This design comes from an exercise in tuning for small area on the open sky130 flow, not from production work.
The RTL was checked by simulation tests, not by an equivalence proof against the original design.

==> flow/design.v <==
package ssnr_pkg;
	localparam int unsigned DbPerLog2Q16 = 197283;
	localparam int unsigned FrameLenReset = 160;
endpackage
module ssnr_sq17 (
	input  logic [16:0] v,
	output logic [31:0] q
);
	wire p1 = v[0] & v[1];
	wire p2 = v[0] & v[2];
	wire p3 = v[0] & v[3];
	wire p4 = v[0] & v[4];
	wire p5 = v[0] & v[5];
	wire p6 = v[0] & v[6];
	wire p7 = v[0] & v[7];
	wire p8 = v[0] & v[8];
	wire p9 = v[0] & v[9];
	wire p10 = v[0] & v[10];
	wire p11 = v[0] & v[11];
	wire p12 = v[0] & v[12];
	wire p13 = v[0] & v[13];
	wire p14 = v[0] & v[14];
	wire p15 = v[0] & v[15];
	wire p16 = v[1] & v[2];
	wire p17 = v[1] & v[3];
	wire p18 = v[1] & v[4];
	wire p19 = v[1] & v[5];
	wire p20 = v[1] & v[6];
	wire p21 = v[1] & v[7];
	wire p22 = v[1] & v[8];
	wire p23 = v[1] & v[9];
	wire p24 = v[1] & v[10];
	wire p25 = v[1] & v[11];
	wire p26 = v[1] & v[12];
	wire p27 = v[1] & v[13];
	wire p28 = v[1] & v[14];
	wire p29 = v[1] & v[15];
	wire p30 = v[2] & v[3];
	wire p31 = v[2] & v[4];
	wire p32 = v[2] & v[5];
	wire p33 = v[2] & v[6];
	wire p34 = v[2] & v[7];
	wire p35 = v[2] & v[8];
	wire p36 = v[2] & v[9];
	wire p37 = v[2] & v[10];
	wire p38 = v[2] & v[11];
	wire p39 = v[2] & v[12];
	wire p40 = v[2] & v[13];
	wire p41 = v[2] & v[14];
	wire p42 = v[2] & v[15];
	wire p43 = v[3] & v[4];
	wire p44 = v[3] & v[5];
	wire p45 = v[3] & v[6];
	wire p46 = v[3] & v[7];
	wire p47 = v[3] & v[8];
	wire p48 = v[3] & v[9];
	wire p49 = v[3] & v[10];
	wire p50 = v[3] & v[11];
	wire p51 = v[3] & v[12];
	wire p52 = v[3] & v[13];
	wire p53 = v[3] & v[14];
	wire p54 = v[3] & v[15];
	wire p55 = v[4] & v[5];
	wire p56 = v[4] & v[6];
	wire p57 = v[4] & v[7];
	wire p58 = v[4] & v[8];
	wire p59 = v[4] & v[9];
	wire p60 = v[4] & v[10];
	wire p61 = v[4] & v[11];
	wire p62 = v[4] & v[12];
	wire p63 = v[4] & v[13];
	wire p64 = v[4] & v[14];
	wire p65 = v[4] & v[15];
	wire p66 = v[5] & v[6];
	wire p67 = v[5] & v[7];
	wire p68 = v[5] & v[8];
	wire p69 = v[5] & v[9];
	wire p70 = v[5] & v[10];
	wire p71 = v[5] & v[11];
	wire p72 = v[5] & v[12];
	wire p73 = v[5] & v[13];
	wire p74 = v[5] & v[14];
	wire p75 = v[5] & v[15];
	wire p76 = v[6] & v[7];
	wire p77 = v[6] & v[8];
	wire p78 = v[6] & v[9];
	wire p79 = v[6] & v[10];
	wire p80 = v[6] & v[11];
	wire p81 = v[6] & v[12];
	wire p82 = v[6] & v[13];
	wire p83 = v[6] & v[14];
	wire p84 = v[6] & v[15];
	wire p85 = v[7] & v[8];
	wire p86 = v[7] & v[9];
	wire p87 = v[7] & v[10];
	wire p88 = v[7] & v[11];
	wire p89 = v[7] & v[12];
	wire p90 = v[7] & v[13];
	wire p91 = v[7] & v[14];
	wire p92 = v[7] & v[15];
	wire p93 = v[8] & v[9];
	wire p94 = v[8] & v[10];
	wire p95 = v[8] & v[11];
	wire p96 = v[8] & v[12];
	wire p97 = v[8] & v[13];
	wire p98 = v[8] & v[14];
	wire p99 = v[8] & v[15];
	wire p100 = v[9] & v[10];
	wire p101 = v[9] & v[11];
	wire p102 = v[9] & v[12];
	wire p103 = v[9] & v[13];
	wire p104 = v[9] & v[14];
	wire p105 = v[9] & v[15];
	wire p106 = v[10] & v[11];
	wire p107 = v[10] & v[12];
	wire p108 = v[10] & v[13];
	wire p109 = v[10] & v[14];
	wire p110 = v[10] & v[15];
	wire p111 = v[11] & v[12];
	wire p112 = v[11] & v[13];
	wire p113 = v[11] & v[14];
	wire p114 = v[11] & v[15];
	wire p115 = v[12] & v[13];
	wire p116 = v[12] & v[14];
	wire p117 = v[12] & v[15];
	wire p118 = v[13] & v[14];
	wire p119 = v[13] & v[15];
	wire p120 = v[14] & v[15];
	wire p121 = ~(v[16] & v[0]);
	wire p122 = ~(v[16] & v[1]);
	wire p123 = ~(v[16] & v[2]);
	wire p124 = ~(v[16] & v[3]);
	wire p125 = ~(v[16] & v[4]);
	wire p126 = ~(v[16] & v[5]);
	wire p127 = ~(v[16] & v[6]);
	wire p128 = ~(v[16] & v[7]);
	wire p129 = ~(v[16] & v[8]);
	wire p130 = ~(v[16] & v[9]);
	wire p131 = ~(v[16] & v[10]);
	wire p132 = ~(v[16] & v[11]);
	wire p133 = ~(v[16] & v[12]);
	wire p134 = ~(v[16] & v[13]);
	wire p135 = ~(v[16] & v[14]);
	wire s136 = p11 ^ p24;
	wire c137 = p11 & p24;
	wire s138 = p12 ^ p25;
	wire c139 = p12 & p25;
	wire s140 = p13 ^ p26 ^ p38;
	wire c141 = (p13 & p26) | (p13 & p38) | (p26 & p38);
	wire s142 = p49 ^ p59;
	wire c143 = p49 & p59;
	wire s144 = p14 ^ p27 ^ p39;
	wire c145 = (p14 & p27) | (p14 & p39) | (p27 & p39);
	wire s146 = p50 ^ p60;
	wire c147 = p50 & p60;
	wire s148 = p15 ^ p28 ^ p40;
	wire c149 = (p15 & p28) | (p15 & p40) | (p28 & p40);
	wire s150 = p51 ^ p61 ^ p70;
	wire c151 = (p51 & p61) | (p51 & p70) | (p61 & p70);
	wire s152 = p78 ^ p85;
	wire c153 = p78 & p85;
	wire s154 = p29 ^ p41 ^ p52;
	wire c155 = (p29 & p41) | (p29 & p52) | (p41 & p52);
	wire s156 = p62 ^ p71 ^ p79;
	wire c157 = (p62 & p71) | (p62 & p79) | (p71 & p79);
	wire s158 = p86 ^ p121 ^ 1'b1;
	wire c159 = (p86 & p121) | (p86 & 1'b1) | (p121 & 1'b1);
	wire s160 = p42 ^ p53 ^ p63;
	wire c161 = (p42 & p53) | (p42 & p63) | (p53 & p63);
	wire s162 = p72 ^ p80 ^ p87;
	wire c163 = (p72 & p80) | (p72 & p87) | (p80 & p87);
	wire s164 = p93 ^ v[9] ^ p122;
	wire c165 = (p93 & v[9]) | (p93 & p122) | (v[9] & p122);
	wire s166 = p54 ^ p64 ^ p73;
	wire c167 = (p54 & p64) | (p54 & p73) | (p64 & p73);
	wire s168 = p81 ^ p88 ^ p94;
	wire c169 = (p81 & p88) | (p81 & p94) | (p88 & p94);
	wire s170 = p65 ^ p74 ^ p82;
	wire c171 = (p65 & p74) | (p65 & p82) | (p74 & p82);
	wire s172 = p89 ^ p95 ^ p100;
	wire c173 = (p89 & p95) | (p89 & p100) | (p95 & p100);
	wire s174 = p75 ^ p83 ^ p90;
	wire c175 = (p75 & p83) | (p75 & p90) | (p83 & p90);
	wire s176 = p84 ^ p91 ^ p97;
	wire c177 = (p84 & p91) | (p84 & p97) | (p91 & p97);
	wire s178 = p7 ^ p20;
	wire c179 = p7 & p20;
	wire s180 = p8 ^ p21;
	wire c181 = p8 & p21;
	wire s182 = p9 ^ p22 ^ p34;
	wire c183 = (p9 & p22) | (p9 & p34) | (p22 & p34);
	wire s184 = p45 ^ p55;
	wire c185 = p45 & p55;
	wire s186 = p10 ^ p23 ^ p35;
	wire c187 = (p10 & p23) | (p10 & p35) | (p23 & p35);
	wire s188 = p46 ^ p56;
	wire c189 = p46 & p56;
	wire s190 = s136 ^ p36 ^ p47;
	wire c191 = (s136 & p36) | (s136 & p47) | (p36 & p47);
	wire s192 = p57 ^ p66 ^ v[6];
	wire c193 = (p57 & p66) | (p57 & v[6]) | (p66 & v[6]);
	wire s194 = c137 ^ s138 ^ p37;
	wire c195 = (c137 & s138) | (c137 & p37) | (s138 & p37);
	wire s196 = p48 ^ p58 ^ p67;
	wire c197 = (p48 & p58) | (p48 & p67) | (p58 & p67);
	wire s198 = c139 ^ s140 ^ s142;
	wire c199 = (c139 & s140) | (c139 & s142) | (s140 & s142);
	wire s200 = p68 ^ p76 ^ v[7];
	wire c201 = (p68 & p76) | (p68 & v[7]) | (p76 & v[7]);
	wire s202 = c141 ^ c143 ^ s144;
	wire c203 = (c141 & c143) | (c141 & s144) | (c143 & s144);
	wire s204 = s146 ^ p69 ^ p77;
	wire c205 = (s146 & p69) | (s146 & p77) | (p69 & p77);
	wire s206 = c145 ^ c147 ^ s148;
	wire c207 = (c145 & c147) | (c145 & s148) | (c147 & s148);
	wire s208 = s150 ^ s152 ^ v[8];
	wire c209 = (s150 & s152) | (s150 & v[8]) | (s152 & v[8]);
	wire s210 = c149 ^ c151 ^ c153;
	wire c211 = (c149 & c151) | (c149 & c153) | (c151 & c153);
	wire s212 = s154 ^ s156 ^ s158;
	wire c213 = (s154 & s156) | (s154 & s158) | (s156 & s158);
	wire s214 = c155 ^ c157 ^ c159;
	wire c215 = (c155 & c157) | (c155 & c159) | (c157 & c159);
	wire s216 = s160 ^ s162 ^ s164;
	wire c217 = (s160 & s162) | (s160 & s164) | (s162 & s164);
	wire s218 = c161 ^ c163 ^ c165;
	wire c219 = (c161 & c163) | (c161 & c165) | (c163 & c165);
	wire s220 = s166 ^ s168 ^ p123;
	wire c221 = (s166 & s168) | (s166 & p123) | (s168 & p123);
	wire s222 = c167 ^ c169 ^ s170;
	wire c223 = (c167 & c169) | (c167 & s170) | (c169 & s170);
	wire s224 = s172 ^ v[10] ^ p124;
	wire c225 = (s172 & v[10]) | (s172 & p124) | (v[10] & p124);
	wire s226 = c171 ^ c173 ^ s174;
	wire c227 = (c171 & c173) | (c171 & s174) | (c173 & s174);
	wire s228 = p96 ^ p101 ^ p125;
	wire c229 = (p96 & p101) | (p96 & p125) | (p101 & p125);
	wire s230 = c175 ^ s176 ^ p102;
	wire c231 = (c175 & s176) | (c175 & p102) | (s176 & p102);
	wire s232 = p106 ^ v[11] ^ p126;
	wire c233 = (p106 & v[11]) | (p106 & p126) | (v[11] & p126);
	wire s234 = c177 ^ p92 ^ p98;
	wire c235 = (c177 & p92) | (c177 & p98) | (p92 & p98);
	wire s236 = p103 ^ p107 ^ p127;
	wire c237 = (p103 & p107) | (p103 & p127) | (p107 & p127);
	wire s238 = p99 ^ p104 ^ p108;
	wire c239 = (p99 & p104) | (p99 & p108) | (p104 & p108);
	wire s240 = p111 ^ v[12] ^ p128;
	wire c241 = (p111 & v[12]) | (p111 & p128) | (v[12] & p128);
	wire s242 = p105 ^ p109 ^ p112;
	wire c243 = (p105 & p109) | (p105 & p112) | (p109 & p112);
	wire s244 = p110 ^ p113 ^ p115;
	wire c245 = (p110 & p113) | (p110 & p115) | (p113 & p115);
	wire s246 = p5 ^ p18;
	wire c247 = p5 & p18;
	wire s248 = p6 ^ p19;
	wire c249 = p6 & p19;
	wire s250 = s178 ^ p32 ^ p43;
	wire c251 = (s178 & p32) | (s178 & p43) | (p32 & p43);
	wire s252 = c179 ^ s180 ^ p33;
	wire c253 = (c179 & s180) | (c179 & p33) | (s180 & p33);
	wire s254 = c181 ^ s182 ^ s184;
	wire c255 = (c181 & s182) | (c181 & s184) | (s182 & s184);
	wire s256 = c183 ^ c185 ^ s186;
	wire c257 = (c183 & c185) | (c183 & s186) | (c185 & s186);
	wire s258 = c187 ^ c189 ^ s190;
	wire c259 = (c187 & c189) | (c187 & s190) | (c189 & s190);
	wire s260 = c191 ^ c193 ^ s194;
	wire c261 = (c191 & c193) | (c191 & s194) | (c193 & s194);
	wire s262 = c195 ^ c197 ^ s198;
	wire c263 = (c195 & c197) | (c195 & s198) | (c197 & s198);
	wire s264 = c199 ^ c201 ^ s202;
	wire c265 = (c199 & c201) | (c199 & s202) | (c201 & s202);
	wire s266 = c203 ^ c205 ^ s206;
	wire c267 = (c203 & c205) | (c203 & s206) | (c205 & s206);
	wire s268 = c207 ^ c209 ^ s210;
	wire c269 = (c207 & c209) | (c207 & s210) | (c209 & s210);
	wire s270 = c211 ^ c213 ^ s214;
	wire c271 = (c211 & c213) | (c211 & s214) | (c213 & s214);
	wire s272 = c215 ^ c217 ^ s218;
	wire c273 = (c215 & c217) | (c215 & s218) | (c217 & s218);
	wire s274 = c219 ^ c221 ^ s222;
	wire c275 = (c219 & c221) | (c219 & s222) | (c221 & s222);
	wire s276 = c223 ^ c225 ^ s226;
	wire c277 = (c223 & c225) | (c223 & s226) | (c225 & s226);
	wire s278 = c227 ^ c229 ^ s230;
	wire c279 = (c227 & c229) | (c227 & s230) | (c229 & s230);
	wire s280 = c231 ^ c233 ^ s234;
	wire c281 = (c231 & c233) | (c231 & s234) | (c233 & s234);
	wire s282 = c235 ^ c237 ^ s238;
	wire c283 = (c235 & c237) | (c235 & s238) | (c237 & s238);
	wire s284 = c239 ^ c241 ^ s242;
	wire c285 = (c239 & c241) | (c239 & s242) | (c241 & s242);
	wire s286 = c243 ^ s244 ^ v[13];
	wire c287 = (c243 & s244) | (c243 & v[13]) | (s244 & v[13]);
	wire s288 = c245 ^ p114 ^ p116;
	wire c289 = (c245 & p114) | (c245 & p116) | (p114 & p116);
	wire s290 = p117 ^ p118 ^ v[14];
	wire c291 = (p117 & p118) | (p117 & v[14]) | (p118 & v[14]);
	wire s292 = p3 ^ p16;
	wire c293 = p3 & p16;
	wire s294 = p4 ^ p17;
	wire c295 = p4 & p17;
	wire s296 = s246 ^ p30 ^ v[3];
	wire c297 = (s246 & p30) | (s246 & v[3]) | (p30 & v[3]);
	wire s298 = c247 ^ s248 ^ p31;
	wire c299 = (c247 & s248) | (c247 & p31) | (s248 & p31);
	wire s300 = c249 ^ s250 ^ v[4];
	wire c301 = (c249 & s250) | (c249 & v[4]) | (s250 & v[4]);
	wire s302 = c251 ^ s252 ^ p44;
	wire c303 = (c251 & s252) | (c251 & p44) | (s252 & p44);
	wire s304 = c253 ^ s254 ^ v[5];
	wire c305 = (c253 & s254) | (c253 & v[5]) | (s254 & v[5]);
	wire s306 = c255 ^ s256 ^ s188;
	wire c307 = (c255 & s256) | (c255 & s188) | (s256 & s188);
	wire s308 = c257 ^ s258 ^ s192;
	wire c309 = (c257 & s258) | (c257 & s192) | (s258 & s192);
	wire s310 = c259 ^ s260 ^ s196;
	wire c311 = (c259 & s260) | (c259 & s196) | (s260 & s196);
	wire s312 = c261 ^ s262 ^ s200;
	wire c313 = (c261 & s262) | (c261 & s200) | (s262 & s200);
	wire s314 = c263 ^ s264 ^ s204;
	wire c315 = (c263 & s264) | (c263 & s204) | (s264 & s204);
	wire s316 = c265 ^ s266 ^ s208;
	wire c317 = (c265 & s266) | (c265 & s208) | (s266 & s208);
	wire s318 = c267 ^ s268 ^ s212;
	wire c319 = (c267 & s268) | (c267 & s212) | (s268 & s212);
	wire s320 = c269 ^ s270 ^ s216;
	wire c321 = (c269 & s270) | (c269 & s216) | (s270 & s216);
	wire s322 = c271 ^ s272 ^ s220;
	wire c323 = (c271 & s272) | (c271 & s220) | (s272 & s220);
	wire s324 = c273 ^ s274 ^ s224;
	wire c325 = (c273 & s274) | (c273 & s224) | (s274 & s224);
	wire s326 = c275 ^ s276 ^ s228;
	wire c327 = (c275 & s276) | (c275 & s228) | (s276 & s228);
	wire s328 = c277 ^ s278 ^ s232;
	wire c329 = (c277 & s278) | (c277 & s232) | (s278 & s232);
	wire s330 = c279 ^ s280 ^ s236;
	wire c331 = (c279 & s280) | (c279 & s236) | (s280 & s236);
	wire s332 = c281 ^ s282 ^ s240;
	wire c333 = (c281 & s282) | (c281 & s240) | (s282 & s240);
	wire s334 = c283 ^ s284 ^ p129;
	wire c335 = (c283 & s284) | (c283 & p129) | (s284 & p129);
	wire s336 = c285 ^ s286 ^ p130;
	wire c337 = (c285 & s286) | (c285 & p130) | (s286 & p130);
	wire s338 = c287 ^ s288 ^ p131;
	wire c339 = (c287 & s288) | (c287 & p131) | (s288 & p131);
	wire s340 = c289 ^ s290 ^ p132;
	wire c341 = (c289 & s290) | (c289 & p132) | (s290 & p132);
	wire s342 = c291 ^ p119 ^ p133;
	wire c343 = (c291 & p119) | (c291 & p133) | (p119 & p133);
	wire s344 = p120 ^ v[15] ^ p134;
	wire c345 = (p120 & v[15]) | (p120 & p134) | (v[15] & p134);
	wire s346 = p1 ^ v[1];
	wire c347 = p1 & v[1];
	wire s348 = p2 ^ c347;
	wire c349 = p2 & c347;
	wire s350 = s292 ^ v[2] ^ c349;
	wire c351 = (s292 & v[2]) | (s292 & c349) | (v[2] & c349);
	wire s352 = c293 ^ s294 ^ c351;
	wire c353 = (c293 & s294) | (c293 & c351) | (s294 & c351);
	wire s354 = c295 ^ s296 ^ c353;
	wire c355 = (c295 & s296) | (c295 & c353) | (s296 & c353);
	wire s356 = c297 ^ s298 ^ c355;
	wire c357 = (c297 & s298) | (c297 & c355) | (s298 & c355);
	wire s358 = c299 ^ s300 ^ c357;
	wire c359 = (c299 & s300) | (c299 & c357) | (s300 & c357);
	wire s360 = c301 ^ s302 ^ c359;
	wire c361 = (c301 & s302) | (c301 & c359) | (s302 & c359);
	wire s362 = c303 ^ s304 ^ c361;
	wire c363 = (c303 & s304) | (c303 & c361) | (s304 & c361);
	wire s364 = c305 ^ s306 ^ c363;
	wire c365 = (c305 & s306) | (c305 & c363) | (s306 & c363);
	wire s366 = c307 ^ s308 ^ c365;
	wire c367 = (c307 & s308) | (c307 & c365) | (s308 & c365);
	wire s368 = c309 ^ s310 ^ c367;
	wire c369 = (c309 & s310) | (c309 & c367) | (s310 & c367);
	wire s370 = c311 ^ s312 ^ c369;
	wire c371 = (c311 & s312) | (c311 & c369) | (s312 & c369);
	wire s372 = c313 ^ s314 ^ c371;
	wire c373 = (c313 & s314) | (c313 & c371) | (s314 & c371);
	wire s374 = c315 ^ s316 ^ c373;
	wire c375 = (c315 & s316) | (c315 & c373) | (s316 & c373);
	wire s376 = c317 ^ s318 ^ c375;
	wire c377 = (c317 & s318) | (c317 & c375) | (s318 & c375);
	wire s378 = c319 ^ s320 ^ c377;
	wire c379 = (c319 & s320) | (c319 & c377) | (s320 & c377);
	wire s380 = c321 ^ s322 ^ c379;
	wire c381 = (c321 & s322) | (c321 & c379) | (s322 & c379);
	wire s382 = c323 ^ s324 ^ c381;
	wire c383 = (c323 & s324) | (c323 & c381) | (s324 & c381);
	wire s384 = c325 ^ s326 ^ c383;
	wire c385 = (c325 & s326) | (c325 & c383) | (s326 & c383);
	wire s386 = c327 ^ s328 ^ c385;
	wire c387 = (c327 & s328) | (c327 & c385) | (s328 & c385);
	wire s388 = c329 ^ s330 ^ c387;
	wire c389 = (c329 & s330) | (c329 & c387) | (s330 & c387);
	wire s390 = c331 ^ s332 ^ c389;
	wire c391 = (c331 & s332) | (c331 & c389) | (s332 & c389);
	wire s392 = c333 ^ s334 ^ c391;
	wire c393 = (c333 & s334) | (c333 & c391) | (s334 & c391);
	wire s394 = c335 ^ s336 ^ c393;
	wire c395 = (c335 & s336) | (c335 & c393) | (s336 & c393);
	wire s396 = c337 ^ s338 ^ c395;
	wire c397 = (c337 & s338) | (c337 & c395) | (s338 & c395);
	wire s398 = c339 ^ s340 ^ c397;
	wire c399 = (c339 & s340) | (c339 & c397) | (s340 & c397);
	wire s400 = c341 ^ s342 ^ c399;
	wire c401 = (c341 & s342) | (c341 & c399) | (s342 & c399);
	wire s402 = c343 ^ s344 ^ c401;
	wire c403 = (c343 & s344) | (c343 & c401) | (s344 & c401);
	wire s404 = c345 ^ p135 ^ c403;
	wire c405 = (c345 & p135) | (c345 & c403) | (p135 & c403);
	assign q = {s404, s402, s400, s398, s396, s394, s392, s390, s388, s386, s384, s382, s380, s378, s376, s374, s372, s370, s368, s366, s364, s362, s360, s358, s356, s354, s352, s350, s348, s346, 1'b0, v[0]};
endmodule
module ssnr_add52 (
	input  logic [51:0] a,
	input  logic [51:0] b,
	input  logic        cin,
	output logic [51:0] s
);
	localparam int SEG = 13;
	localparam int NSEG = (52 + SEG - 1) / SEG;
	logic [52:0] c0;        
	logic [51:0] s0;        
	logic [51:0] pre;       
	logic [NSEG:0] cs;      
	genvar i, g;
	generate
		for (i = 0; i < 52; i++) begin : g_bit
			logic ci;
			if (i == 0) begin : g_c0
				assign ci = cin;
			end else if (i % SEG == 0) begin : g_cs
				assign ci = 1'b0;
			end else begin : g_cr
				assign ci = c0[i];
			end
			assign s0[i]   = a[i] ^ b[i] ^ ci;
			assign c0[i+1] = (a[i] & b[i]) | (a[i] & ci) | (b[i] & ci);
			if (i % SEG == 0) begin : g_p0
				assign pre[i] = 1'b1;
			end else begin : g_pn
				assign pre[i] = pre[i-1] & s0[i-1];
			end
			if (i < SEG) begin : g_first
				assign s[i] = s0[i];
			end else begin : g_inc
				assign s[i] = s0[i] ^ (cs[i / SEG] & pre[i]);
			end
		end
		assign cs[0] = cin;
		assign cs[1] = c0[SEG];
		for (g = 2; g <= NSEG; g++) begin : g_seg
			localparam int TOP = (g * SEG > 52) ? 51 : g * SEG - 1;
			assign cs[g] = c0[TOP+1] | (cs[g-1] & pre[TOP] & s0[TOP]);
		end
	endgenerate
	assign c0[0] = 1'b0;
endmodule
module segmental_snr_meter
#(
	parameter int MAX_FRAME_LENGTH = 4096
) (
	input  logic        clk,
	input  logic        arst_n,
	input  logic        s_axis_tvalid,
	output logic        s_axis_tready,
	input  logic [31:0] s_axis_tdata,   
	input  logic        s_axis_tlast,
	output logic        m_axis_tvalid,
	input  logic        m_axis_tready,
	output logic [31:0] m_axis_tdata,   
	output logic [1:0]  m_axis_tuser,   
	input  logic        cfg_valid,
	output logic        cfg_ready,
	input  logic [12:0] cfg_data
);
	localparam logic [17:0] CMul = 18'(ssnr_pkg::DbPerLog2Q16);
	localparam logic [4:0] S_IDLE  = 5'd0;
	localparam logic [4:0] S_FS    = 5'd1;
	localparam logic [4:0] S_FE    = 5'd2;
	localparam logic [4:0] S_LOGN  = 5'd3;
	localparam logic [4:0] S_LOGI  = 5'd4;
	localparam logic [4:0] S_LOADE = 5'd5;
	localparam logic [4:0] S_RATIO = 5'd6;
	localparam logic [4:0] S_DIFF  = 5'd7;
	localparam logic [4:0] S_MUL   = 5'd8;
	localparam logic [4:0] S_RND   = 5'd9;
	localparam logic [4:0] S_DADD  = 5'd10;
	localparam logic [4:0] S_NINC  = 5'd11;
	localparam logic [4:0] S_TS    = 5'd12;
	localparam logic [4:0] S_SNR   = 5'd13;
	localparam logic [4:0] S_SEG0  = 5'd14;
	localparam logic [4:0] S_DX1   = 5'd15;
	localparam logic [4:0] S_DX2   = 5'd16;
	localparam logic [4:0] S_DIV   = 5'd17;
	localparam logic [4:0] S_SEG   = 5'd18;
	localparam logic [4:0] S_OUT   = 5'd19;
	localparam logic [4:0] S_SAVE  = 5'd20;
	localparam logic [2:0] A_ZERO = 3'd0;
	localparam logic [2:0] A_R    = 3'd1;
	localparam logic [2:0] A_SQ0  = 3'd2;
	localparam logic [2:0] A_SQ20 = 3'd3;
	localparam logic [2:0] A_KFR  = 3'd4;
	localparam logic [2:0] A_E    = 3'd5;
	localparam logic [2:0] A_RSH  = 3'd6;
	localparam logic [3:0] B_ZERO  = 4'd0;
	localparam logic [3:0] B_SQ0   = 4'd1;
	localparam logic [3:0] B_SQ4   = 4'd2;
	localparam logic [3:0] B_SQH4  = 4'd3;
	localparam logic [3:0] B_S     = 4'd4;
	localparam logic [3:0] B_FE    = 4'd5;
	localparam logic [3:0] B_D     = 4'd6;
	localparam logic [3:0] B_NL    = 4'd7;
	localparam logic [3:0] B_N     = 4'd8;
	localparam logic [3:0] B_CONST = 4'd9;
	logic [4:0]  st;
	logic        mvalid_q, nfr0, ffirst, stopf, a1, b1, c1, sat;
	logic [11:0] lm1, pos;
	logic [1:0]  which;
	logic [2:0]  ph;
	logic [4:0]  cnt;
	logic        lastq, closeq, osat, segv, zs, ze, qp, negd;
	logic [51:0] r_q;
	logic [43:0] fe_q;
	logic [50:0] s_q;
	logic [51:0] e_q;
	logic [36:0] d_q;
	logic [20:0] n_q;
	logic [5:0]  k_q;
	logic [15:0] fr_q;
	logic [16:0] op_q;
	logic [31:0] sq_q;
	logic [31:0] sq_d;
	ssnr_sq17 u_sq (.v(op_q), .q(sq_d));
	logic [15:0] hh, ll;
	assign hh = r_q[51:36];
	assign ll = r_q[35:20];
	logic        start_a;
	logic [16:0] opa, opb, op_d;
	logic        op_en;
	assign start_a = (st == S_IDLE) && s_axis_tvalid && !mvalid_q && !a1 && !stopf;
	always_comb begin
		opa   = {s_axis_tdata[15], s_axis_tdata[15:0]};
		opb   = '0;
		op_en = 1'b1;
		if (st == S_IDLE) begin
			if (a1) opb = {s_axis_tdata[31], s_axis_tdata[31:16]};
		end else if (st == S_LOGI) begin
			op_en = (ph <= 3'd2);
			opa   = (ph == 3'd2) ? {1'b0, ll} : {1'b0, hh};
			if (ph == 3'd1) opb = {1'b0, ll};
		end
	end
	assign op_d = opa - opb;
	logic [2:0]  asel;
	logic [3:0]  bsel;
	logic        binv, cin;
	logic [51:0] cval;
	logic [51:0] aa, bb, alu;
	logic        spec;
	logic [51:0] specval;
	assign spec = zs || ze;
	assign specval = (zs && ze) ? 52'd0 : (ze ? 52'd32767 : {{36{1'b1}}, 16'h8000});
	always_comb begin
		unique case (asel)
			A_R:     aa = r_q;
			A_SQ0:   aa = {20'd0, sq_q};
			A_SQ20:  aa = {sq_q, 20'd0};
			A_KFR:   aa = {30'd0, k_q, fr_q};
			A_E:     aa = e_q;
			A_RSH:   aa = {15'd0, {18{r_q[43]}}, r_q[43:25]};
			default: aa = '0;
		endcase
		unique case (bsel)
			B_SQ0:   bb = {20'd0, sq_q};
			B_SQ4:   bb = {16'd0, sq_q, 4'd0};
			B_SQH4:  bb = {32'd0, sq_q[31:16], 4'd0};
			B_S:     bb = {1'b0, s_q};
			B_FE:    bb = {8'd0, fe_q};
			B_D:     bb = {11'd0, {4{d_q[36]}}, d_q};    
			B_NL:    bb = {15'd0, n_q, 16'd0};
			B_N:     bb = {31'd0, n_q};
			B_CONST: bb = cval;
			default: bb = '0;
		endcase
	end
	ssnr_add52 u_add (.a(aa), .b(bb ^ {52{binv}}), .cin(cin), .s(alu));
	logic        wr_r, wr_fe, wr_s, wr_e, wr_d, wr_n;
	logic [1:0]  rsh;        
	logic        qbit;
	logic        r_zero;
	logic        rovf;
	logic        cbit;
	assign r_zero = (r_q == '0);
	assign rovf   = !((r_q[43:40] == '0) || (r_q[43:40] == '1));
	assign cbit   = CMul[cnt];
	always_comb begin
		asel  = A_ZERO;
		bsel  = B_ZERO;
		binv  = 1'b0;
		cin   = 1'b0;
		cval  = '0;
		wr_r  = 1'b0;
		wr_fe = 1'b0;
		wr_s  = 1'b0;
		wr_e  = 1'b0;
		wr_d  = 1'b0;
		wr_n  = 1'b0;
		rsh   = 2'd0;
		qbit  = 1'b0;
		unique case (st)
			S_IDLE: begin
				if (b1) begin
					asel = ffirst ? A_ZERO : A_R;
					bsel = B_SQ0;
					wr_r = 1'b1;
				end else if (c1) begin
					asel  = A_SQ0;
					bsel  = ffirst ? B_ZERO : B_FE;
					wr_fe = 1'b1;
				end
			end
			S_FS: begin
				asel = A_R;
				bsel = nfr0 ? B_ZERO : B_S;
				wr_s = 1'b1;
			end
			S_FE: begin
				asel = nfr0 ? A_ZERO : A_E;
				bsel = B_FE;
				wr_e = 1'b1;
			end
			S_LOGN: begin
				asel = A_R;
				if (!r_zero && !r_q[51]) begin
					wr_r = 1'b1;
					rsh  = (r_q[51:44] == '0) ? 2'd2 : 2'd1;
				end
			end
			S_LOGI: begin
				unique case (ph)
					3'd2: begin asel = A_SQ20; bsel = B_SQ4; wr_r = 1'b1; end
					3'd3: begin asel = A_R; bsel = B_SQ4; binv = 1'b1; cin = 1'b1; wr_r = 1'b1; end
					3'd4: begin asel = A_R; bsel = B_SQ4; wr_r = 1'b1; end
					3'd5: begin asel = A_R; bsel = B_SQH4; wr_r = 1'b1; rsh = alu[51] ? 2'd0 : 2'd1; end
					default: ;
				endcase
			end
			S_LOADE: begin
				asel = (which == 2'd0 || nfr0) ? A_ZERO : A_E;
				bsel = (which == 2'd0 || !ffirst) ? B_FE : B_ZERO;
				wr_r = 1'b1;
			end
			S_RATIO: begin
				bsel = B_CONST;
				cval = {specval[26:0], 25'd0};
				wr_r = spec;
			end
			S_SAVE: begin
				asel  = A_KFR;
				wr_fe = 1'b1;
			end
			S_DIFF: begin
				asel  = A_KFR;
				bsel  = B_FE;
				binv  = 1'b1;
				cin   = 1'b1;
				wr_fe = 1'b1;
			end
			S_MUL: begin
				asel = (cnt == 5'd17) ? A_ZERO : A_R;
				bsel = cbit ? B_FE : B_ZERO;
				binv = cbit;
				cin  = cbit;
				wr_r = 1'b1;
				rsh  = 2'd1;
			end
			S_RND: begin
				asel = A_R;
				bsel = B_CONST;
				cval = r_q[43] ? 52'd16777214 : 52'd16777216;
				wr_r = 1'b1;
			end
			S_DADD: begin
				asel = A_RSH;
				bsel = nfr0 ? B_ZERO : B_D;
				wr_d = 1'b1;
			end
			S_NINC: begin
				bsel = nfr0 ? B_ZERO : B_N;
				cin  = 1'b1;
				wr_n = 1'b1;
			end
			S_TS: begin
				asel = ffirst ? A_ZERO : A_R;
				bsel = nfr0 ? B_ZERO : B_S;
				wr_r = 1'b1;
			end
			S_SNR: begin
				asel  = rovf ? A_ZERO : A_RSH;
				bsel  = rovf ? B_CONST : B_ZERO;
				cval  = r_q[43] ? {{36{1'b1}}, 16'h8000} : 52'd32767;
				wr_fe = 1'b1;
			end
			S_SEG0: begin
				wr_r = 1'b1;
			end
			S_DX1: begin
				bsel = B_D;
				binv = d_q[36];
				cin  = d_q[36];
				wr_r = 1'b1;
				rsh  = 2'd1;
			end
			S_DX2: begin
				asel = A_R;
				bsel = B_N;
				wr_r = 1'b1;
			end
			S_DIV: begin
				asel = A_R;
				bsel = B_NL;
				binv = qp;
				cin  = qp;
				wr_r = 1'b1;
				rsh  = 2'd1;
				qbit = !alu[40] ^ negd;
			end
			S_SEG: begin
				if (r_q[15] ^ negd) begin
					bsel = B_CONST;
					cval = negd ? {{36{1'b1}}, 16'h8000} : 52'd32767;
				end else begin
					asel = A_R;
					cin  = negd;
				end
				wr_r = 1'b1;
			end
			default: ;
		endcase
	end
	always_ff @(posedge clk or negedge arst_n) begin
		if (!arst_n) begin
			st       <= S_IDLE;
			mvalid_q <= 1'b0;
			nfr0     <= 1'b1;
			ffirst   <= 1'b1;
			stopf    <= 1'b0;
			a1       <= 1'b0;
			b1       <= 1'b0;
			c1       <= 1'b0;
			sat      <= 1'b0;
			lm1      <= 12'(ssnr_pkg::FrameLenReset - 1);
			pos      <= '0;
		end else begin
			a1 <= start_a;
			b1 <= a1 && s_axis_tvalid;
			c1 <= b1;
			if (mvalid_q && m_axis_tready) mvalid_q <= 1'b0;
			if (cfg_valid && cfg_ready) begin
				if (cfg_data == 13'd0) lm1 <= 12'd0;
				else if (cfg_data > 13'd4096) lm1 <= 12'd4095;
				else lm1 <= 12'(cfg_data - 13'd1);
			end
			if (a1 && s_axis_tvalid) begin
				if (pos == lm1) pos <= '0;
				else pos <= pos + 12'd1;
				if (pos == lm1 || s_axis_tlast) stopf <= 1'b1;
			end
			unique case (st)
				S_IDLE: if (c1) begin
					ffirst <= 1'b0;
					if (stopf) st <= closeq ? S_FS : S_TS;
				end
				S_FS:  st <= S_FE;
				S_FE:  st <= S_LOGN;
				S_LOGN: if (r_zero || r_q[51]) begin
					st <= r_zero ? (which[0] ? S_RATIO : S_LOADE) : S_LOGI;
				end
				S_LOGI: if (ph == 3'd5 && cnt == 5'd15) st <= which[0] ? S_RATIO : S_LOADE;
				S_LOADE: st <= S_SAVE;
				S_SAVE:  st <= S_LOGN;
				S_RATIO: st <= spec ? (which[1] ? S_SNR : S_DADD) : S_DIFF;
				S_DIFF: st <= S_MUL;
				S_MUL:  if (cnt == 5'd0) st <= S_RND;
				S_RND:  st <= which[1] ? S_SNR : S_DADD;
				S_DADD: begin
					st  <= S_NINC;
					sat <= sat || spec;
				end
				S_NINC: begin
					nfr0   <= 1'b0;
					ffirst <= 1'b1;
					if (lastq) st <= S_TS;
					else begin
						st    <= S_IDLE;
						stopf <= 1'b0;
					end
				end
				S_TS:   st <= S_LOGN;
				S_SNR:  st <= nfr0 ? S_SEG0 : S_DX1;
				S_SEG0: st <= S_OUT;
				S_DX1:  st <= S_DX2;
				S_DX2:  st <= S_DIV;
				S_DIV:  if (cnt == 5'd15) st <= S_SEG;
				S_SEG:  st <= S_OUT;
				S_OUT: begin
					st       <= S_IDLE;
					mvalid_q <= 1'b1;
					nfr0     <= 1'b1;
					ffirst   <= 1'b1;
					stopf    <= 1'b0;
					sat      <= 1'b0;
					pos      <= '0;
				end
				default: st <= S_IDLE;
			endcase
		end
	end
	always_ff @(posedge clk) begin
		if (op_en) op_q <= op_d;
		sq_q <= sq_d;
		if (wr_r) begin
			unique case (rsh)
				2'd1:    r_q <= {alu[50:0], qbit};
				2'd2:    r_q <= {alu[43:0], 8'd0};
				default: r_q <= alu;
			endcase
		end
		if (wr_fe) fe_q <= alu[43:0];
		if (wr_s)  s_q  <= alu[50:0];
		if (wr_e)  e_q  <= alu;
		if (wr_d)  d_q  <= alu[36:0];
		if (wr_n)  n_q  <= alu[20:0];
		if (a1 && s_axis_tvalid) begin
			lastq  <= s_axis_tlast;
			closeq <= (pos == lm1);
		end
		unique case (st)
			S_FS: begin
				zs <= 1'b0;
				ze <= 1'b0;
			end
			S_FE: begin
				which <= 2'd0;
				k_q   <= 6'd51;
			end
			S_LOGN: begin
				if (r_zero) begin
					if (which[0]) ze <= 1'b1;
					else zs <= 1'b1;
				end else if (!r_q[51]) begin
					k_q <= k_q - ((r_q[51:44] == '0) ? 6'd8 : 6'd1);
				end else begin
					ph  <= 3'd0;
					cnt <= 5'd0;
				end
			end
			S_LOGI: begin
				if (ph == 3'd5) begin
					ph   <= 3'd0;
					cnt  <= cnt + 5'd1;
					fr_q <= {fr_q[14:0], alu[51]};
				end else begin
					ph <= ph + 3'd1;
				end
			end
			S_SAVE: begin
				which <= which + 2'd1;
				k_q   <= 6'd51;
			end
			S_DIFF: cnt <= 5'd17;
			S_MUL:  cnt <= cnt - 5'd1;
			S_TS: begin
				zs    <= 1'b0;
				ze    <= 1'b0;
				which <= 2'd2;
				k_q   <= 6'd51;
			end
			S_SNR: osat <= sat || spec;
			S_SEG0: segv <= 1'b0;
			S_DX1: negd <= d_q[36];
			S_DX2: begin
				qp  <= 1'b1;
				cnt <= 5'd0;
			end
			S_DIV: begin
				qp  <= !alu[40];
				cnt <= cnt + 5'd1;
			end
			S_SEG: segv <= 1'b1;
			default: ;
		endcase
	end
	assign s_axis_tready = a1;
	assign cfg_ready     = (st == S_IDLE) && !a1 && !b1 && !c1 && !stopf;
	assign m_axis_tvalid = mvalid_q;
	assign m_axis_tdata  = {r_q[15:0], fe_q[15:0]};
	assign m_axis_tuser  = {osat, segv};
endmodule
==> flow/run.sh <==
#!/bin/bash
# synth_recipe.tcl (not shown) runs the flow's synth.tcl, then flattens the netlist and writes it again
# the make line also repeats each setting of config.mk as NAME=value (left out here)
make -C /OpenROAD-flow-scripts/flow DESIGN_CONFIG=/design/flow/config.mk WORK_HOME=/design/flow/orfs CLKGATE_MAP_FILE= SYNTH_SCRIPT=/design/flow/synth_recipe.tcl finish
==> flow/config.mk <==
export PLATFORM = sky130hd
export DESIGN_NAME = segmental_snr_meter
export DESIGN_NICKNAME = segmental_snr_meter
export VERILOG_FILES = /design/flow/design.v
export SDC_FILE = /design/flow/constraint.sdc
export NUM_CORES = 4
export LEC_CHECK = 0
export CAP_MARGIN = 20
export CORE_MARGIN = 2
export CORE_UTILIZATION = 40
export CTS_CLUSTER_DIAMETER = 120
export CTS_CLUSTER_SIZE = 26
export SLEW_MARGIN = 20
==> flow/constraint.sdc <==
create_clock -name core_clock -period 15.0 [get_ports {clk}]
set_input_delay 3.0000 -clock core_clock [delete_from_list [all_inputs] [get_ports {clk}]]
set_output_delay 3.0000 -clock core_clock [all_outputs]
set_load 0.01 [all_outputs]
==> out/qor.csv, run 1 <==
metric;value;unit
status;complete, no violations;
hold_buffers;0;
fillers;5978;
clock-sinks;382;
avgSynthCellArea;10.8;µm²
critPathTopFamily;adder cells;
met1Wirelength;33900;µm
path_depth;44;
area_delta_synth_final;9.10;%
ys_seq_area_frac;0.434;
fin_setup_tns;0;ns
synthTopCellsByArea;edfxtp_1 (37%), fa_1 (13%), nand2_1 (4.9%);
max_slew_margin;0.146;
finalCritPeriodShare;0.942;
wl_met3;8950;µm
cts_made_buffers;19;
reg2reg_to;r_q[0]$_DFFE_PP_;
dr.pass1.iters;12;
antenna_left;0;
num_rows;92;
place_area;27000;µm²
fp.dieH;255;µm
endpoint;r_q[0]$_DFFE_PP_;
cp.arrival;14.44;ns
max_stage_delay;0.77;ns
wire_per_inst;26.3;µm
crit_path_frequent_cell;fa_1;
synth_top_area_frac;0.373;
min_period;14.12;ns
crit_path_end_kind;flop;
clkTransAtPathRegs;0.11;ns
synth_edf_count;314;
ys_types;96;
yosysTopAreaCell;edfxtp_1;
wl_met2;37700;µm
synthFlopType;edfxtp_1;
max_freq;0.0708;GHz
regArea;11000;µm²
critPathLaunchType;flop;
worstSetupStartpoint;r_q[43]$_DFFE_PP_;
nets;2618;
rsz0062_at_grt;no;
multiInputGateArea;12900;µm²
die_w;255;µm
routabilityCongestion;0.948;
cts.repair.resized;0;
cts_tree;yes;
max_cap_violations;0;
vias_per_cell;6.01;
dieArea;65300;µm²
syn-instance-count;2336;
drv_slew;0;
reg2reg_depth;44;
critPathKind;flop to flop;
grt_pass1_wl;126000;µm
postCtsSetupBuffers;0;
core-area;62900;µm²
io_buffer_count;87;
ys_ff_latch;382;
ff2ff_setup_slack;0.88;ns
top_layer_used;met4;
ios;88;
dp_hpwl;61700;µm
syn_nets;2612;
clockBufferDepth;3;
grt_usage;0.256;
initial_core_util;0.403;
root_buffer;clkbuf_16;
cp.required;15.32;ns
antenna_found_initial;0;
drive_gt1_frac;0.0705;
hold_violations;0;
r2r_start;r_q[43]$_DFFE_PP_;
hp-class;flop to flop;
ys_async_sr_fraction;0.0969;
path_buf_inv;2;
syn_area;25300;µm²
finalClockSkew;0.0261;ns
n_antenna_cell;0;
htree_levels;1;
final_cell_area;27600;µm²
setup-violations-final;0;
globalRoute.totalOverflow;0;
routed_wl;84200;µm
cp_max_fo;37;
crit_path_top_delay_cell;nor4_2;
synth_warnings;1;
grt_pass1_vias;19200;
via_count;19200;
insertion_delay;0.56;ns
drc_errors;0;
tightestPinTransition;1.27;ns
grt_max_degree;53;
drtIter0Drc;2534;
-- through the flow --
stage                util  setup slack (ns)  std cells  hold WS [ns]
floorplan               -             0.777       2336         0.427
CTS                 0.439             0.990       3199         0.456
global route        0.439             0.210       3199         0.467
detailed placement  0.430              1.10       3167         0.437
global placement    0.430              1.12       3167         0.433
finish              0.439             0.877       3199         0.454
-- cells in the mapped netlist (all sizes together), types with 4 or more instances --
master,n
nand2,328
edfxtp,314
inv,170
fa,160
and2,110
a22oi,100
o21ai,99
clkbuf,91
buf,83
xor2,80
nor2,72
ha,65
nand3,59
xnor2,57
a21oi,48
a222oi,42
a221oi,38
nor3,34
dfxtp,31
a22o,29
dfrtp,29
nand2b,21
mux2i,20
nor4,20
nand4,19
nor2b,19
a311oi,14
a21o,13
o22ai,13
a211oi,12
a31oi,12
o31ai,12
and3,11
a211o,10
or3,9
dfstp,8
nor3b,6
or2,6
nand3b,5
o21a,5
mux2,4
-- kinds of logic (layout without fill, tap and decap cells) --
kind of cell | count (synthesis) | in the layout | synth area share
simple gates | 738 | 738 | 0.145
compound gates | 481 | 481 | 0.143
flops | 382 | 382 | 0.434
buf+inv | 346 | 363 | 0.0603
fa+ha+maj | 227 | 227 | 0.160
xor+xnor | 138 | 138 | 0.0486
mux | 24 | 24 | 0.00969
-- sequential cells by signal, summed over array words and instances (netlist names), 17 cells and up --
| register | count |
|---|---|
| s_q | 51 |
| fe_q | 44 |
| e_q | 52 |
| n_q | 21 |
| d_q | 37 |
| op_q | 17 |
| sq_q | 31 |
| r_q | 52 |
-- layout make-up --
class,instances,area share
multi-input combinational,1608,0.467
clock buffer,29,0.0205
sequential,382,0.398
clock inverter,3,0.00104
tap,846,0.0384
timing repair buffer,159,0.0519
inverter,172,0.0235
-- worst min path at each step --
stage | start | end | slack (ns) | cells past startpoint
CTS | fr_q[11]$_DFFE_PP_ | fr_q[12]$_DFFE_PP_ | 0.46 | 0
global placement | fr_q[1]$_DFFE_PP_ | fr_q[2]$_DFFE_PP_ | 0.43 | 0
finish | fr_q[11]$_DFFE_PP_ | fr_q[12]$_DFFE_PP_ | 0.45 | 0
floorplan | fr_q[9]$_DFFE_PP_ | fr_q[10]$_DFFE_PP_ | 0.43 | 0
global route | fr_q[11]$_DFFE_PP_ | fr_q[12]$_DFFE_PP_ | 0.47 | 0
detailed placement | fr_q[1]$_DFFE_PP_ | fr_q[2]$_DFFE_PP_ | 0.44 | 0
-- placed cells by master (no fill, tap or decap), types with 8 or more instances in the layout --
cell,instances
fa_1,160
a31oi_1,12
nand4_1,19
nand2b_1,21
a211o_1,10
o31ai_1,12
dfrtp_1,29
dfstp_2,8
nor3_1,31
nand2_1,326
and3_1,11
nor4_1,17
a211oi_1,9
o22ai_1,13
clkdlybuf4s50_1,86
a22o_1,29
dfxtp_1,31
a311oi_1,14
o21ai_0,96
ha_1,64
buf_4,70
and2_1,109
edfxtp_1,314
nor2_1,65
clkbuf_16,21
xnor2_1,56
a21o_1,13
a222oi_1,42
a221oi_2,15
inv_1,168
a221oi_1,23
mux2i_1,20
nor2b_1,19
a22oi_1,100
nand3_1,59
xor2_1,79
a21oi_1,47
-- metal layers --
| metal | GRT usage | up-vias |
|---|---|---|
| met3 | 0.0458 | 186 |
| met2 | 0.397 | 1053 |
| met4 | 0.0981 | 0 |
| li1 | - | 8314 |
| met1 | 0.358 | 9672 |
| met5 | 0 | - |
-- worst register-to-register path, delay by kind of cell (launching register included) --
family	cells	cell delay, ns
flip-flops	1	0.67
AO/OA/AOI/OAI	5	1.39
AND/OR/NAND/NOR	18	3.94
XOR/XNOR	3	0.71
buffers and inverters	2	0.30
adder cells (fa/ha/maj)	16	6.88
==> inputs of run 2 (changes only) <==
==> flow/flow/run.sh (new file) <==
#!/bin/bash
set -o pipefail
export BUFFER_PORTS_ARGS="-buffer_cell sky130_fd_sc_hd__buf_1"
bash standard.sh finish > standard.log 2>&1
status=$?
tail -n 40 standard.log
exit $status
==> flow/standard.sh (new file) <==
#!/bin/bash
# synth_recipe.tcl (not shown) runs the flow's synth.tcl, then flattens the netlist and writes it again
# the make line also repeats each setting of config.mk as NAME=value (left out here)
make -C /OpenROAD-flow-scripts/flow DESIGN_CONFIG=/design/flow/config.mk WORK_HOME=/design/flow/orfs CLKGATE_MAP_FILE= SYNTH_SCRIPT=/design/flow/synth_recipe.tcl "${@:-finish}"
removed: flow/run.sh
==> run 2 against run 1 <==
  * Utilization down 1.1 points
  * Register-to-register slack lost 0.04 ns
  * Final cell count down 0.25%
  * Critical endpoint is now r_q[45]$_DFFE_PP_
==> out/qor.csv, run 2 <==
metric;value;unit
ys_seq_area_frac;0.434;
cts.repair.resized;0;
num_rows;92;
ys_ff_latch;382;
clock-sinks;382;
drv_slew;0;
place_ws;1.04;ns
clkTransAtPathRegs;0.12;ns
setup-violations-final;0;
worst_slack;0.840;ns
critPathLaunchType;flop;
drtIter0Drc;2715;
ys_types;96;
area_delta_synth_final;6.48;%
regArea;11000;µm²
crit_path_end_kind;flop;
cp.required;15.41;ns
final_cell_mix;nand2_1 (326), edfxtp_1 (314), inv_1 (168);
io_buffer_count;87;
max_freq;0.0706;GHz
hold_buffers;0;
ys_async_sr_fraction;0.0969;
synthTopCellsByArea;edfxtp_1 (37%), fa_1 (13%), nand2_1 (4.9%);
avgSynthCellArea;10.8;µm²
finalClockSkew;0.0278;ns
rsz0062_at_grt;no;
yosysMostFrequentCell;nand2_1;
cp_max_fo;26;
min_period;14.16;ns
antenna_left;0;
syn_area;25300;µm²
ios;88;
synthFlopType;edfxtp_1;
tightestPinTransition;1.19;ns
max_stage_delay;0.91;ns
grt_pass1_wl;124000;µm
multiInputGateArea;12900;µm²
root_buffer;clkbuf_16;
postCtsSetupBuffers;0;
grt_usage;0.250;
synth_top_area_frac;0.373;
yosysTopAreaCell;edfxtp_1;
cts_made_buffers;18;
crit_path_frequent_cell;fa_1;
hold_violations;0;
initial_core_util;0.403;
final_common_cell;nand2_1;
syn-instance-count;2336;
clockBufferDepth;3;
insertion_delay;0.57;ns
synth_warnings;1;
cp.arrival;14.57;ns
dr.pass1.iters;8;
top_regs;e_q x52, r_q x52, s_q x51;
globalRoute.totalOverflow;0;
syn_nets;2612;
drc_errors;0;
postLayoutCoreUtil;0.429;
routed_wl;82900;µm
finalCritPeriodShare;0.944;
max_cap_violations;0;
ys_top_cells_by_count;nand2_1 (327), edfxtp_1 (314), inv_1 (168), fa_1 (160), and2_1 (109);
max_slew_margin;0.200;
fp.dieH;255;µm
status;complete, no violations;
critPathKind;flop to flop;
nets;2608;
synth_edf_count;314;
fillers;5996;
die_w;255;µm
routabilityCongestion;0.957;
dp_hpwl;60700;µm
htree_levels;1;
fin_setup_tns;0;ns
drive_gt1_frac;0.0657;
grt_pass1_vias;19000;
hp-class;flop to flop;
vias_per_cell;6.01;
antenna_found_initial;0;
grt_max_degree;71;
core-area;62900;µm²
via_count;19200;
wire_per_inst;26.0;µm
crit_path_top_delay_cell;dfrtp_1;
cts_tree;yes;
dieArea;65300;µm²
==> run 2: cell counts after synthesis <==
Identical to the previous run, type by type.
==> run 2: area by class of cell <==
type / instances / share of cell area
antenna: 1 / 0.0000929
clock buffer: 30 / 0.0192
clock inverter: 2 / 0.000464
inverter: 172 / 0.0241
multi-input combinational: 1608 / 0.478
sequential: 382 / 0.408
tap: 846 / 0.0393
timing repair buffer: 150 / 0.0307
==> run 2: path summary, 6_finish.rpt <==
| path | from | endpoint | slack (ns) | cells after the start |
|---|---|---|---|---|
| max in group asynchronous | arst_n | st[3]$_DFFE_PN0P_ | 11.88 | 1 |
| min reg2reg | fr_q[2]$_DFFE_PP_ | fr_q[3]$_DFFE_PP_ | 0.45 | 0 |
| min in group asynchronous | arst_n | lm1[9]$_DFFE_PN0P_ | 2.57 | 1 |
| max | st[3]$_DFFE_PN0P_ | r_q[45]$_DFFE_PP_ | 0.84 | 44 |
| min | fr_q[2]$_DFFE_PP_ | fr_q[3]$_DFFE_PP_ | 0.45 | 0 |
| max reg2reg | st[3]$_DFFE_PN0P_ | r_q[45]$_DFFE_PP_ | 0.84 | 44 |
==> run 2: critical path: cells and delay by family (launching register included) <==
kind | cells | cell delay (ns)
adders and majority gates | 16 | 6.58
xor gates and xnor gates | 3 | 0.64
and+or+nand+nor | 18 | 4.55
DFF | 1 | 0.91
buffers and inverters | 1 | 0.10
AOI/OAI and AO/OA | 6 | 1.23
==> run 2: per-layer routing <==
layer	global-route usage	vias to the layer above	wire, µm
met2	0.388	1042	37300
met1	0.352	9668	34000
li1	-	8303	-
met5	0	-	0
met3	0.0467	162	8450
met4	0.0874	0	3140
==> run 2: logic make-up after synthesis <==
family | share of synthesized area
adder cells (fa/ha/maj) | 0.160
XOR/XNOR | 0.0486
flip-flops | 0.434
AO/OA/AOI/OAI | 0.143
buffers and inverters | 0.0603
multiplexers | 0.00969
AND/OR/NAND/NOR | 0.145
==> run 2: metrics by stage <==
step / cells / hold slack (ns) / instance area [µm²]
global route: 3190 / 0.467 / 26900
CTS: 3190 / 0.453 / 26900
detailed placement: 3158 / 0.436 / 26400
finish: 3191 / 0.454 / 26900
global placement: 3158 / 0.438 / 26400
floorplan: 2336 / 0.427 / 25300
==> inputs of run 3 (changes only) <==
--- a/flow/config.mk
+++ b/flow/config.mk
@@ -9,3 +9,3 @@
 export CORE_MARGIN = 2
-export CORE_UTILIZATION = 40
+export CORE_UTILIZATION = 60
 export CTS_CLUSTER_DIAMETER = 120
==> run 3 against run 2 <==
  * Critical endpoint unchanged
  * Largest cell class unchanged
  * Non-clock buffer count up 6
  * Highest routed layer is now met5
  * Register-to-register slack improved by 0.27 ns
==> out/qor.csv, run 3 <==
metric;value;unit
syn-instance-count;2336;
io_buffer_count;87;
synth_top_area_frac;0.373;
critPathTopFamily;adder cells;
dieArea;43800;µm²
vias_per_cell;6.68;
status;complete, no violations;
synthFlopType;edfxtp_1;
drv_slew;0;
grt_max_degree;56;
top_regs;e_q x52, r_q x52, s_q x51;
globalRoute.totalOverflow;0;
final_cells;2889;
synth_warnings;1;
place_inst;2855;
ys_types;96;
cts_tree;yes;
final_cell_mix;nand2_1 (326), edfxtp_1 (314), inv_1 (168);
ys_top_cells_by_count;nand2_1 (327), edfxtp_1 (314), inv_1 (168), fa_1 (160), and2_1 (109);
cp.required;15.41;ns
syn_area;25300;µm²
avgSynthCellArea;10.8;µm²
initial_core_util;0.606;
hp-class;flop to flop;
nets;2614;
tightestPinTransition;1.26;ns
fp.dieH;209;µm
crit_path_top_delay_cell;dfrtp_1;
htree_levels;1;
path_buf_inv;3;
dr.pass1.iters;10;
max_cap_violations;0;
drc_errors;0;
routed_wl;80200;µm
critPathKind;flop to flop;
antenna_found_initial;1;
die_w;209;µm
root_buffer;clkbuf_16;
final_common_cell;nand2_1;
clock-sinks;382;
via_count;19300;
n_antenna_cell;0;
min_period;13.89;ns
critPathLaunchType;flop;
multiInputGateArea;12900;µm²
postCtsSetupBuffers;0;
grt_usage;0.370;
drive_gt1_frac;0.0668;
ys_ff_latch;382;
clockBufferDepth;3;
area_delta_synth_final;5.04;%
cp_max_fo;25;
fin_setup_tns;0;ns
hold_violations;0;
yosysMostFrequentCell;nand2_1;
cp.arrival;14.30;ns
finalClockSkew;0.0232;ns
synthTopCellsByArea;edfxtp_1 (37%), fa_1 (13%), nand2_1 (4.9%);
yosysTopAreaCell;edfxtp_1;
num_rows;75;
dp_hpwl;59400;µm
cts_made_buffers;18;
regArea;11000;µm²
syn_nets;2612;
ys_seq_area_frac;0.434;
crit_path_end_kind;flop;
insertion_delay;0.56;ns
routabilityCongestion;0.975;
antenna_left;0;
ys_async_sr_fraction;0.0969;
clkTransAtPathRegs;0.11;ns
synth_edf_count;314;
drtIter0Drc;2688;
core-area;41800;µm²
max_freq;0.0720;GHz
cts.repair.resized;0;
finalCritPeriodShare;0.926;
max_slew_margin;0.157;
setup-violations-final;0;
crit_path_frequent_cell;fa_1;
fillers;3358;
wire_per_inst;27.8;µm
grt_pass1_wl;120000;µm
ios;88;
grt_pass1_vias;18500;
max_stage_delay;0.86;ns
rsz0062_at_grt;no;
hold_buffers;0;
run 3: routing by layer:
layer | track usage | wire length [µm] | vias to the layer above
met2 | 0.544 | 34800 | 1322
met1 | 0.540 | 31700 | 9455
met3 | 0.0784 | 10300 | 206
met4 | 0.146 | 3390 | 2
met5 | 0 | 13 | -
li1 | - | - | 8320
run 3: final cells by class:
type | count | share of cell area
Sequential cell | 382 | 0.413
Multi-Input combinational cell | 1608 | 0.484
Clock inverter | 1 | 0.000330
Timing Repair Buffer | 156 | 0.0324
Inverter | 172 | 0.0244
Tap cell | 539 | 0.0254
Clock buffer | 31 | 0.0196
run 3: worst register-to-register path, delay by kind of cell, from the launching register on:
family / cells / cell delay, ns
adders and majority gates: 16 / 6.28
and+or+nand+nor: 13 / 4.42
AOI/OAI and AO/OA: 6 / 1.10
DFF: 1 / 0.86
xor gates and xnor gates: 3 / 0.65
buffers and inverters: 3 / 0.43
run 3: final timing paths:
path,start,end,slack (ns),depth (start not counted)
max,st[3]$_DFFE_PN0P_,r_q[45]$_DFFE_PP_,1.11,41
min,fr_q[6]$_DFFE_PP_,fr_q[7]$_DFFE_PP_,0.46,0
max reg2reg,st[3]$_DFFE_PN0P_,r_q[45]$_DFFE_PP_,1.11,41
min reg2reg,fr_q[6]$_DFFE_PP_,fr_q[7]$_DFFE_PP_,0.46,0
max in group asynchronous,arst_n,lm1[2]$_DFFE_PN1P_,12.09,2
min in group asynchronous,arst_n,stopf$_DFF_PN0_,2.35,1
run 3: logic make-up after synthesis:
kind of cell,after synthesis,share of synthesized area
compound gates,481,0.143
xor+xnor,138,0.0486
fa+ha+maj,227,0.160
buf+inv,346,0.0603
flops,382,0.434
mux,24,0.00969
simple gates,738,0.145
run 3: stage by stage:
stage	instance area (µm²)	setup slack, ns	util	hold WS (ns)
after floorplan	25300	0.777	-	0.427
after global placement	26000	1.54	0.623	0.438
after detailed placement	26000	1.27	0.623	0.440
after CTS	26500	1.25	0.636	0.451
after global routing	26600	0.448	0.636	0.465
final	26600	1.11	0.636	0.457
==> inputs of run 4 (changes only) <==
--- a/flow/config.mk
+++ b/flow/config.mk
@@ -7,7 +7,7 @@
 export LEC_CHECK = 0
-export CAP_MARGIN = 20
+export CAP_MARGIN = 5
 export CORE_MARGIN = 2
-export CORE_UTILIZATION = 60
+export CORE_UTILIZATION = 40
 export CTS_CLUSTER_DIAMETER = 120
 export CTS_CLUSTER_SIZE = 26
-export SLEW_MARGIN = 20
+export SLEW_MARGIN = 5
==> run 4 against run 3 <==
  * Still clean on timing, DRC and antenna
  * Non-clock buffer count fell by 6
  * Register-to-register slack got worse by 0.22 ns
  * Count of clock-buffer cells in the layout down 2
  * Utilization is 21 points lower
  * Wire length is 2.8% higher
  * Cell area up 1.4%
  * First-iteration DRC count grew 1.7%
  * Final cell count up 11%
  * Flip-flop and latch count unchanged
  * Die area is 49% higher
  * Critical path type unchanged
  * Highest routed layer is now met4
==> out/qor.csv, run 4 <==
metric;value;unit
status;complete, no violations;
drtIter0Drc;2733;
dr.pass1.iters;7;
hold_buffers;0;
drv_slew;0;
io_buffer_count;87;
syn-instance-count;2336;
nets;2609;
max_freq;0.0709;GHz
top_regs;e_q x52, r_q x52, s_q x51;
core-area;62900;µm²
ios;88;
max_slew_margin;0.0927;
cp.arrival;14.51;ns
fin_setup_tns;0;ns
cp_max_fo;32;
max_cap_violations;0;
hp-class;flop to flop;
cts_made_buffers;19;
grt_pass1_vias;19000;
crit_path_top_delay_cell;nor2b_1;
routed_wl;82400;µm
ys_types;96;
globalRoute.totalOverflow;0;
crit_path_frequent_cell;fa_1;
area_delta_synth_final;6.54;%
clock-sinks;382;
cts_tree;yes;
dieArea;65300;µm²
drive_gt1_frac;0.0657;
fp.dieH;255;µm
synth_top_area_frac;0.373;
final_common_cell;nand2_1;
worst_slack;0.895;ns
grt_usage;0.250;
num_rows;92;
drc_errors;0;
final_cell_mix;nand2_1 (326), edfxtp_1 (314), inv_1 (168);
synthFlopType;edfxtp_1;
critPathKind;flop to flop;
routabilityCongestion;0.957;
die_w;255;µm
yosysTopAreaCell;edfxtp_1;
synth_warnings;1;
synth_edf_count;314;
final_cells;3194;
insertion_delay;0.55;ns
critPathLaunchType;flop;
synthTopCellsByArea;edfxtp_1 (37%), fa_1 (13%), nand2_1 (4.9%);
antenna_left;0;
min_period;14.10;ns
ys_async_sr_fraction;0.0969;
avgSynthCellArea;10.8;µm²
root_buffer;clkbuf_16;
yosysMostFrequentCell;nand2_1;
syn_area;25300;µm²
place_ws;1.05;ns
wire_per_inst;25.8;µm
syn_nets;2612;
final_cell_area;27000;µm²
vias_per_cell;5.98;
setup-violations-final;0;
initial_core_util;0.403;
finalCritPeriodShare;0.940;
postCtsSetupBuffers;0;
ys_seq_area_frac;0.434;
crit_path_end_kind;flop;
clkTransAtPathRegs;0.11;ns
rsz0062_at_grt;no;
hold_violations;0;
antenna_found_initial;0;
cts.repair.resized;0;
htree_levels;1;
tightestPinTransition;1.35;ns
grt_pass1_wl;124000;µm
dp_hpwl;60600;µm
ys_top_cells_by_count;nand2_1 (327), edfxtp_1 (314), inv_1 (168), fa_1 (160), and2_1 (109);
place_inst;3158;
place_area;26400;µm²
max_stage_delay;0.80;ns
via_count;19100;
ys_ff_latch;382;
grt_max_degree;71;
cp.required;15.41;ns
clockBufferDepth;3;
finalClockSkew;0.0242;ns
run 4: final timing paths:
path                                    start            endpoint  slack [ns]  depth (start not counted)
max                         st[0]$_DFFE_PN0P_   r_q[45]$_DFFE_PP_        0.90                         41
min                        fr_q[11]$_DFFE_PP_  fr_q[12]$_DFFE_PP_        0.46                          0
max reg2reg                 st[0]$_DFFE_PN0P_   r_q[45]$_DFFE_PP_        0.90                         41
min reg2reg                fr_q[11]$_DFFE_PP_  fr_q[12]$_DFFE_PP_        0.46                          0
max in group asynchronous              arst_n   st[4]$_DFFE_PN0P_       11.79                          1
min in group asynchronous              arst_n  lm1[8]$_DFFE_PN0P_        2.60                          1
run 4: final cells by class:
type	count	area (µm²)
tap	846	1060
clock inverter	4	41.3
antenna	3	7.51
sequential	382	11000
fill	6030	35900
timing repair buffer	150	826
clock buffer	29	513
multi-input combinational	1608	12900
inverter	172	648
run 4: critical path: cells and delay by family, from the launching register on:
kind            cells  cell delay (ns)
compound gates      5             0.83
fa+ha+maj          15             6.17
xor+xnor            3             0.71
simple gates       12             4.00
flops               1             0.79
buf+inv             6             1.44
run 4: kinds of logic (layout without fill, tap and decap cells):
logic type      count (synthesis)  count (layout)  share of synthesized area
other cells                     0               3                          0
fa+ha+maj                     227             227                      0.160
mux                            24              24                    0.00969
flops                         382             382                      0.434
xor+xnor                      138             138                     0.0486
compound gates                481             481                      0.143
buf+inv                       346             355                     0.0603
simple gates                  738             738                      0.145
run 4: metrics by stage:
stage	hold slack, ns	utilization
after floorplan	0.427	-
after global placement	0.438	0.420
after detailed placement	0.436	0.420
after CTS	0.459	0.429
after global routing	0.477	0.429
final	0.459	0.429
run 4: per-layer routing:
| layer | part of all wire | track usage | wire, µm |
|---|---|---|---|
| met3 | 0.10 | 0.0486 | 8250 |
| met4 | 0.041 | 0.0895 | 3370 |
| met5 | 0 | 0 | 0 |
| met2 | 0.44 | 0.383 | 36600 |
| met1 | 0.42 | 0.353 | 34200 |

[what the ideal ports hide]
No port has a modelled driver above. Below, the same layouts with a new extraction and two added sets of constraints.
Step 1 assumes that a clkbuf_16 drives the clock port and a buf_2 every other input.
Step 2, shift: input delay + t, output delay - t, t = (earliest + latest rising clock arrival at the registers) / 2. This alone moves slack from input paths to output paths.
a / b / c = no drivers / after step 1 / after step 2; a / b = the first two.
run | t (ns) | slack for setup (ns) | worst setup path after step 2 | pins driven straight from the clock port
run 1 | 0.607 | 0.877 / 0.877 / 0.877 | register to register | 1
run 2 | 0.611 | 0.840 / 0.840 / 0.840 | register to register | 1
run 3 | 0.611 | 1.112 / 1.112 / 1.112 | register to register | 1
run 4 | 0.601 | 0.895 / 0.895 / 0.895 | register to register | 1
After both steps setup and hold are still met in every run listed.
